Source: an optimization exercise on an open RTL-to-GDS flow (aim: small area). Production flows keep margins and buffers that such runs may drop. At most, simulation tests tie the RTL to the original design; equivalence was not proved. Power figures rest on the tool's default switching activity, not on a simulated workload.

==> zinc: inputs <==
==> flow/design.v (excerpt) <==
module efpga_test_top (
  input  logic       CLK,
  input  logic       rst,
  input  logic       lint_req,
  input  logic       lint_wen,
  input  logic [19:0] lint_addr,
  input  logic [31:0] lint_wdata,
  input  logic [3:0]  lint_be,
  output logic       lint_gnt,
  output logic       lint_valid,
  output logic [31:0] lint_rdata,
  output logic [31:0] math_ctrl,
  output logic       math_clken,
  input  logic [31:0] math_result,
  output logic [31:0] gpio_out,
  output logic [31:0] gpio_oe,
  input  logic [31:0] gpio_in,
  output logic [11:0] ram_raddr,
  output logic [11:0] ram_waddr,
  output logic [31:0] ram_wdata,
  output logic       ram_we,
  output logic [31:0] ram_ctrl,
  input  logic [31:0] ram_rdata,
  output logic [56:0] tcdm,      
  output logic       tcdm_req,
  input  logic       tcdm_gnt,
  input  logic       tcdm_fmo,
  input  logic       tcdm_valid,
  input  logic [31:0] tcdm_rdata
);
  logic gnt_q, valid_q, rd1_q, rd2_q;
  logic accept, exec_wr;
  assign lint_gnt   = gnt_q;
  assign lint_valid = valid_q;
  assign accept  = lint_req && !gnt_q && !rd1_q && !rd2_q;
  assign exec_wr = gnt_q && !lint_wen;  
  always_ff @(posedge CLK) begin
    if (rst) begin
  ...
==> flow/config.mk <==
export PLATFORM = sky130hd
export DESIGN_NAME = efpga_test_top
export DESIGN_NICKNAME = efpga_test_top
export VERILOG_FILES = /design/flow/design.v
export SDC_FILE = /design/flow/constraint.sdc
export NUM_CORES = 4
export LEC_CHECK = 0
export CAP_MARGIN = 0
export CORE_MARGIN = 2
export CORE_UTILIZATION = 50
export GPL_TIMING_DRIVEN = 0
export SLEW_MARGIN = 0
export SYNTH_HIERARCHICAL = 1
export SYNTH_MINIMUM_KEEP_SIZE = 0
==> flow/constraint.sdc <==
create_clock -name core_clock -period 5.0 [get_ports {CLK}]
set_input_delay 1.0000 -clock core_clock [delete_from_list [all_inputs] [get_ports {CLK}]]
set_output_delay 1.0000 -clock core_clock [all_outputs]
set_load 0.01 [all_outputs]
standard.sh (not shown) runs the stock make flow with config.mk's settings and CLKGATE_MAP_FILE= SYNTH_SCRIPT=/design/flow/synth_recipe.tcl, a recipe that flattens the netlist after the stock synthesis.
==> flow/flow/run.sh <==
#!/bin/bash
# The standard layout (standard.sh) with these changes:
#  - after the standard synthesis, every combinational cell is swapped for the
#    smallest-area drive strength of the same function (downsize.py); the
#    resizer later upsizes or buffers whatever timing, slew or load needs
#  - port buffers use the smallest buffer (buf_1)
#  - a clock tree of clkbuf_4 with sink clusters of up to 9, no dummy loads
# Each step's output goes to a log file of its own in this folder.
set -euo pipefail
R=orfs/results/sky130hd/efpga_test_top/base
LIB=$FLOW_HOME/platforms/sky130hd/lib/sky130_fd_sc_hd__tt_025C_1v80.lib
KNOBS=(
  "BUFFER_PORTS_ARGS=-buffer_cell sky130_fd_sc_hd__buf_1"
  "REMOVE_ABC_BUFFERS=1"
  "CTS_ARGS=-sink_clustering_enable -repair_clock_nets -dont_use_dummy_load -sink_clustering_size 9 -sink_clustering_max_diameter 40 -buf_list {sky130_fd_sc_hd__clkbuf_4}"
)
bash standard.sh "${KNOBS[@]}" synth > flow_synth.log 2>&1
cp $R/1_2_yosys.v yosys_standard.v
python3 flow/downsize.py "$LIB" yosys_standard.v $R/1_2_yosys.v > flow_downsize.log 2>&1
bash standard.sh "${KNOBS[@]}" finish > flow_layout.log 2>&1
Other scripts of this flow, unchanged in this note and not shown: flow/flow/downsize.py
==> willow: changes against zinc <==
--- a/flow/flow/run.sh
+++ b/flow/flow/run.sh
@@ -5,5 +5,5 @@
 #    resizer later upsizes or buffers whatever timing, slew or load needs
 #  - port buffers use the smallest buffer (buf_1)
-#  - a clock tree of clkbuf_4 with sink clusters of up to 9, no dummy loads
+#  - a clock tree of clkbuf_8 with sink clusters of up to 15, no dummy loads
 # Each step's output goes to a log file of its own in this folder.
 set -euo pipefail
@@ -13,5 +13,5 @@
   "BUFFER_PORTS_ARGS=-buffer_cell sky130_fd_sc_hd__buf_1"
   "REMOVE_ABC_BUFFERS=1"
-  "CTS_ARGS=-sink_clustering_enable -repair_clock_nets -dont_use_dummy_load -sink_clustering_size 9 -sink_clustering_max_diameter 40 -buf_list {sky130_fd_sc_hd__clkbuf_4}"
+  "CTS_ARGS=-sink_clustering_enable -repair_clock_nets -dont_use_dummy_load -sink_clustering_size 15 -sink_clustering_max_diameter 60 -buf_list {sky130_fd_sc_hd__clkbuf_8}"
 )
 bash standard.sh "${KNOBS[@]}" synth > flow_synth.log 2>&1
==> harbor: changes against zinc <==
--- a/flow/flow/run.sh
+++ b/flow/flow/run.sh
@@ -5,5 +5,5 @@
 #    resizer later upsizes or buffers whatever timing, slew or load needs
 #  - port buffers use the smallest buffer (buf_1)
-#  - a clock tree of clkbuf_4 with sink clusters of up to 9, no dummy loads
+#  - a clock tree of clkbuf_8 with sink clusters of up to 15, no dummy loads
 # Each step's output goes to a log file of its own in this folder.
 set -euo pipefail
@@ -12,6 +12,5 @@
 KNOBS=(
   "BUFFER_PORTS_ARGS=-buffer_cell sky130_fd_sc_hd__buf_1"
-  "REMOVE_ABC_BUFFERS=1"
-  "CTS_ARGS=-sink_clustering_enable -repair_clock_nets -dont_use_dummy_load -sink_clustering_size 9 -sink_clustering_max_diameter 40 -buf_list {sky130_fd_sc_hd__clkbuf_4}"
+  "CTS_ARGS=-sink_clustering_enable -repair_clock_nets -dont_use_dummy_load -sink_clustering_size 15 -sink_clustering_max_diameter 60 -buf_list {sky130_fd_sc_hd__clkbuf_8}"
 )
 bash standard.sh "${KNOBS[@]}" synth > flow_synth.log 2>&1
Settings changed: GPL_TIMING_DRIVEN 0 to not set.
==> summary.txt <==
metric                                                                           harbor                   willow                     zinc
Result of the run                                               complete, no violations  complete, no violations  complete, no violations
Share of the clock period used by the worst path                                  0.673                    0.772                    0.742
Final WS setup                                                                  1.64 ns                  1.14 ns                  1.29 ns
Wire length the detailed router placed on met1                                 17100 µm                 17800 µm                 18000 µm
Setup slack on the worst flop-to-flop path                                      2.25 ns                  1.74 ns                  1.73 ns
Layout buffering overhead excluding clock cells                                   0.161                    0.144                    0.144
Logic depth of the worst register-to-register path                                    8                        5                        5
Launching point of the worst reg2reg path                                   i_ramc.q[1]                    gnt_q                    gnt_q
Final wirelength                                                               47600 µm                 45900 µm                 46100 µm
Fraction of area in registers                                                     0.432                    0.440                    0.440
Worst Max-Slew Pin Slew                                                         1.01 ns                  1.43 ns                  1.42 ns
Drt via density                                                                    6.74                     6.83                     6.78
Topmost layer with routed signal wires                                             met4                     met5                     met5
Non-filler cells, final                                                            1607                     1578                     1598
Routed via count                                                                  10824                    10780                    10839
Number of buffers other than clock buffers in the final layout                      499                      468                      468
Total buffers and inverters traversed by the critical path                            2                        1                        1

==> inputs of run a <==
efpga_test_top, a different RTL version from the one above (not shown whole).
==> flow/config.mk <==
export PLATFORM = sky130hd
export DESIGN_NAME = efpga_test_top
export DESIGN_NICKNAME = efpga_test_top
export VERILOG_FILES = /design/flow/design.v
export SDC_FILE = /design/flow/constraint.sdc
export NUM_CORES = 4
export LEC_CHECK = 0
export CAP_MARGIN = 20
export CORE_MARGIN = 2
export CORE_UTILIZATION = 50
export SLEW_MARGIN = 20
export SYNTH_HIERARCHICAL = 1
export SYNTH_MINIMUM_KEEP_SIZE = 0
==> flow/constraint.sdc <==
create_clock -name core_clock -period 5.0 [get_ports {CLK}]
set_input_delay 1.0000 -clock core_clock [delete_from_list [all_inputs] [get_ports {CLK}]]
set_output_delay 1.0000 -clock core_clock [all_outputs]
set_load 0.01 [all_outputs]
==> flow/flow/run.sh <==
#!/bin/bash
# The standard layout (standard.sh) with these changes:
#  - after the standard synthesis, every combinational cell is swapped for the
#    smallest-area drive strength of the same function (downsize.py); the
#    resizer later upsizes or buffers whatever timing, slew or load needs
#  - port buffers use the smallest buffer (buf_1)
#  - a clock tree of clkbuf_8 with sink clusters of up to 15, no dummy loads
# Each step's output goes to a log file of its own in this folder.
set -euo pipefail
R=orfs/results/sky130hd/efpga_test_top/base
LIB=$FLOW_HOME/platforms/sky130hd/lib/sky130_fd_sc_hd__tt_025C_1v80.lib
KNOBS=(
  "BUFFER_PORTS_ARGS=-buffer_cell sky130_fd_sc_hd__buf_1"
  "CTS_ARGS=-sink_clustering_enable -repair_clock_nets -dont_use_dummy_load -sink_clustering_size 15 -sink_clustering_max_diameter 60 -buf_list {sky130_fd_sc_hd__clkbuf_8}"
)
bash standard.sh "${KNOBS[@]}" synth > flow_synth.log 2>&1
cp $R/1_2_yosys.v yosys_standard.v
python3 flow/downsize.py "$LIB" yosys_standard.v $R/1_2_yosys.v > flow_downsize.log 2>&1
bash standard.sh "${KNOBS[@]}" finish > flow_layout.log 2>&1
==> flow/flow/downsize.py <==
#!/usr/bin/env python3
"""Rewrite a mapped netlist so every combinational cell uses the smallest-area
variant of its function family (same base name, same pins) in the liberty.
Flip-flops, latches, buffers, clock cells, tie cells and don't-use cells are
left alone. usage: downsize.py LIBERTY NETLIST_IN NETLIST_OUT [dont_use...]"""
import re, sys

lib, nin, nout = sys.argv[1:4]
dont = set(sys.argv[4:])
text = open(lib).read()
cells = {}
for m in re.finditer(r'\n\s*cell\s*\(\s*"?([\w]+)"?\s*\)\s*\{', text):
    name = m.group(1)
    start = m.end()
    nxt = text.find('\n    cell (', start)
    body = text[start:nxt if nxt > 0 else len(text)]
    am = re.search(r'\barea\s*:\s*([\d.]+)', body)
    pins = tuple(sorted(re.findall(r'\bpin\s*\(\s*"?(\w+)"?\s*\)', body)))
    seq = bool(re.search(r'\b(ff|latch|statetable)\s*\(', body))
    cells[name] = (float(am.group(1)) if am else 0.0, pins, seq)

def base(n):
    m = re.match(r'(sky130_fd_sc_hd__\w+?)_(\d+)$', n)
    return (m.group(1), int(m.group(2))) if m else (None, None)

skip = re.compile(r'__(buf|clkbuf|clkinv|clkdly|dly|bufinv|conb|tap|fill|decap|diode|probe|lpflow|ebuf|einv|dl|df|sdf|edf|sedf|dfb|dfr|dfs|mux2i?_?|clkinvlp)')
best = {}
for n, (a, p, seq) in cells.items():
    b, s = base(n)
    if b is None or seq or n in dont or skip.search(n):
        continue
    key = (b, p)
    if key not in best or a < cells[best[key]][0]:
        best[key] = n

def repl(m):
    n = m.group(1)
    if n not in cells or cells[n][2] or skip.search(n):
        return m.group(0)
    b, s = base(n)
    if b is None:
        return m.group(0)
    t = best.get((b, cells[n][1]))
    if t and cells[t][0] < cells[n][0]:
        repl.count[n + '->' + t] = repl.count.get(n + '->' + t, 0) + 1
        return t + m.group(2)
    return m.group(0)
repl.count = {}

net = open(nin).read()
net = re.sub(r'\b(sky130_fd_sc_hd__\w+)(\s+\S+\s*\()', repl, net)
open(nout, 'w').write(net)
for k, v in sorted(repl.count.items()):
    print(f'{v:5d} {k}')
==> run b (differences from run a) <==
--- a/flow/design.v
+++ b/flow/design.v
@@ -1,29 +1,7 @@
-module lint_decode (
-  input  logic [19:0] addr,
-  output logic        a_cfg, a_math, a_ramc, a_clken, a_gout, a_goe, a_gin,
-  output logic        a_tdata, a_mres, a_id,
-  output logic        is_ram
-);
-  logic page0, base, lowgrp;
-  assign page0  = (addr[19:12] == 8'h00);
-  assign is_ram = (addr[19:12] == 8'h01);
-  assign base   = page0 && (addr[10:9] == 2'b00) && (addr[3:0] == 4'h0);
-  assign lowgrp = base && !addr[11] && !addr[8] && !addr[7];
-  assign a_cfg   = lowgrp && (addr[6:4] == 3'd0);
-  assign a_math  = lowgrp && (addr[6:4] == 3'd1);
-  assign a_ramc  = lowgrp && (addr[6:4] == 3'd2);
-  assign a_clken = lowgrp && (addr[6:4] == 3'd3);
-  assign a_gout  = lowgrp && (addr[6:4] == 3'd4);
-  assign a_goe   = lowgrp && (addr[6:4] == 3'd5);
-  assign a_gin   = lowgrp && (addr[6:4] == 3'd6);
-  assign a_tdata = base && (addr[6:4] == 3'd0) && ({addr[11], addr[8], addr[7]} == 3'b001);
-  assign a_mres  = base && (addr[6:4] == 3'd0) && ({addr[11], addr[8], addr[7]} == 3'b010);
-  assign a_id    = base && (addr[6:4] == 3'd0) && ({addr[11], addr[8], addr[7]} == 3'b100);
-endmodule
 module ctrl_word #(
   parameter int W = 32
 ) (
   input  logic         CLK,
   input  logic [W-1:0] d,
   input  logic         e,
   input  logic         h,
@@ -350,20 +328,25 @@
       rd1_q   <= accept && lint_wen;
       rd2_q   <= rd1_q;
       valid_q <= gnt_q;
     end
   end
   logic is_ram;
   logic a_cfg, a_math, a_ramc, a_clken, a_gout, a_goe, a_gin, a_tdata, a_mres, a_id;
-  lint_decode i_lint_decode (
-    .addr(lint_addr),
-    .a_cfg(a_cfg), .a_math(a_math), .a_ramc(a_ramc), .a_clken(a_clken), .a_gout(a_gout),
-    .a_goe(a_goe), .a_gin(a_gin), .a_tdata(a_tdata), .a_mres(a_mres), .a_id(a_id),
-    .is_ram(is_ram)
-  );
+  assign is_ram  = (lint_addr[19:12] == 8'h01);
+  assign a_cfg   = (lint_addr == 20'h00000);
+  assign a_math  = (lint_addr == 20'h00010);
+  assign a_ramc  = (lint_addr == 20'h00020);
+  assign a_clken = (lint_addr == 20'h00030);
+  assign a_gout  = (lint_addr == 20'h00040);
+  assign a_goe   = (lint_addr == 20'h00050);
+  assign a_gin   = (lint_addr == 20'h00060);
+  assign a_tdata = (lint_addr == 20'h00080);
+  assign a_mres  = (lint_addr == 20'h00100);
+  assign a_id    = (lint_addr == 20'h00800);
   logic        w_cfg, w_ramc, w_gout, w_goe, w_tdata;
   logic [3:0]  w_math;
   logic [24:0] cfg_q;        
   logic [31:0] tcdm_wdata_q;
   logic [31:0] tcdm_result;
   assign w_cfg   = exec_wr && a_cfg;
   assign w_ramc  = exec_wr && a_ramc;
==> flow/flow/run.sh (replaced) <==
#!/bin/bash
# Standard ORFS layout (the standard.sh, standard synthesis unchanged) with
# the smallest buffer for the port buffers.
set -euo pipefail
bash standard.sh \
  "BUFFER_PORTS_ARGS=-buffer_cell sky130_fd_sc_hd__buf_1" \
  finish > orfs_flow.log 2>&1
==> flow/config.mk (replaced) <==
export PLATFORM = sky130hd
export DESIGN_NAME = efpga_test_top
export DESIGN_NICKNAME = efpga_test_top
export VERILOG_FILES = /design/flow/design.v
export SDC_FILE = /design/flow/constraint.sdc
export NUM_CORES = 4
export LEC_CHECK = 0
export CAP_MARGIN = 20
export CORE_MARGIN = 2
export CORE_UTILIZATION = 40
export SLEW_MARGIN = 20
export SYNTH_HIERARCHICAL = 1
export SYNTH_MINIMUM_KEEP_SIZE = 0
removed: flow/flow/downsize.py
==> summary of the runs <==
Sequential share of layout area: run b is lower than run a (4.0 points). Between run b and run a, the lower combinational power is in run a (gap about 7%, measured against run a). Between run a and run b, the lower final area is in run a (gap about 9%, measured against run b). Against run a, the worst hold slack of run b is worse by 0.0029 ns. Of run b and run a, run b has the higher maximum frequency (gap 18%, measured against run a). Die area: run b is higher than run a (about 30%). In run a the non-clock buffer count is lower than in run b, by 9. Sequential power is about the same in run a and run b. Against run b, the clock-buffer cell count of run a is lower by 16. In run b the first-iteration DRC count is smaller than in run a, by 10%.
==> figures <==
|  | run b | run a |
|---|---|---|
| Worst slack after detailed placement | 1.50 ns | 0.975 ns |
| Data required time at the worst endpoint | 5.48 ns | 5.52 ns |
| Non-clock buffers | 502 | 493 |
| Critical path capture point | i_read_mux.q[7] | i_read_mux.q[18] |
| Result of the run | timing/DRC/antenna clean | timing/DRC/antenna clean |
| Setup skew after layout | 0.0179 ns | 0.0764 ns |
| Cell with the largest stage delay on the worst path | sky130_fd_sc_hd__nor3_2 | sky130_fd_sc_hd__and2_1 |
| Gpl congestion | 0.859 | 0.863 |
| Fillers | 2,587 | 1,967 |
| Inverter count | 20 | 17 |
| Reg-to-reg critical path startpoint | gnt_q | i_ramc.q[0] |
| Count of multi-input combinational gates | 544 | 536 |
| Sequential Power Share | 0.461 | 0.595 |
| Hold Path End | i_tdata.q[11] | i_tdata.q[24] |
| Switching power | 1.23 mW | 1.03 mW |
| Post-route cell area | 13,800 um2 | 12,500 um2 |
| Net switching share of the total power | 0.251 | 0.273 |
| Effective utilization at floorplan | 0.408 | 0.507 |
| Transition at the pin with the smallest max-transition slack | 1.18 ns | 1.21 ns |
| Number of antenna violations at the first check in global routing | 2 | 5 |
For run b, only the layout was checked, not whether the RTL still works.

re-timing with driven ports:
Ports are ideal in the flow. The routed layouts listed here were re-timed in OpenROAD. Step 1 (the two cells are an assumption about what drives the block):
set clk [get_ports {CLK}]
set_driving_cell -lib_cell sky130_fd_sc_hd__clkbuf_16 $clk
set_driving_cell -lib_cell sky130_fd_sc_hd__buf_2 [delete_from_list [all_inputs] $clk]
Step 2 times the ports against the registers' clock, not the clock port: input delays grow and output delays shrink by t, the midpoint of the rising clock arrivals with the driver on. a / b / c = ideal ports / drivers / drivers and shift; a / b = the first two.
| run | t, ns | setup slack, ns | worst register clock-pin slew, ns |
|---|---|---|---|
| zinc | 0.686 | 1.289 / 1.314 / 0.627 | 0.11 / 0.11 |
| willow | 0.591 | 1.142 / 1.164 / 0.573 | 0.10 / 0.10 |
| harbor | 0.575 | 1.637 / 1.664 / 1.089 | 0.10 / 0.10 |
| run a | 0.592 | 1.487 / 1.511 / 0.919 | 0.11 / 0.11 |
| run b | 0.590 | 2.031 / 2.057 / 1.467 | 0.07 / 0.07 |
After both steps every run listed still meets setup and hold. The setup slack of zinc, which loses most, moves by +0.025 ns with the drivers and by -0.662 ns with both steps.
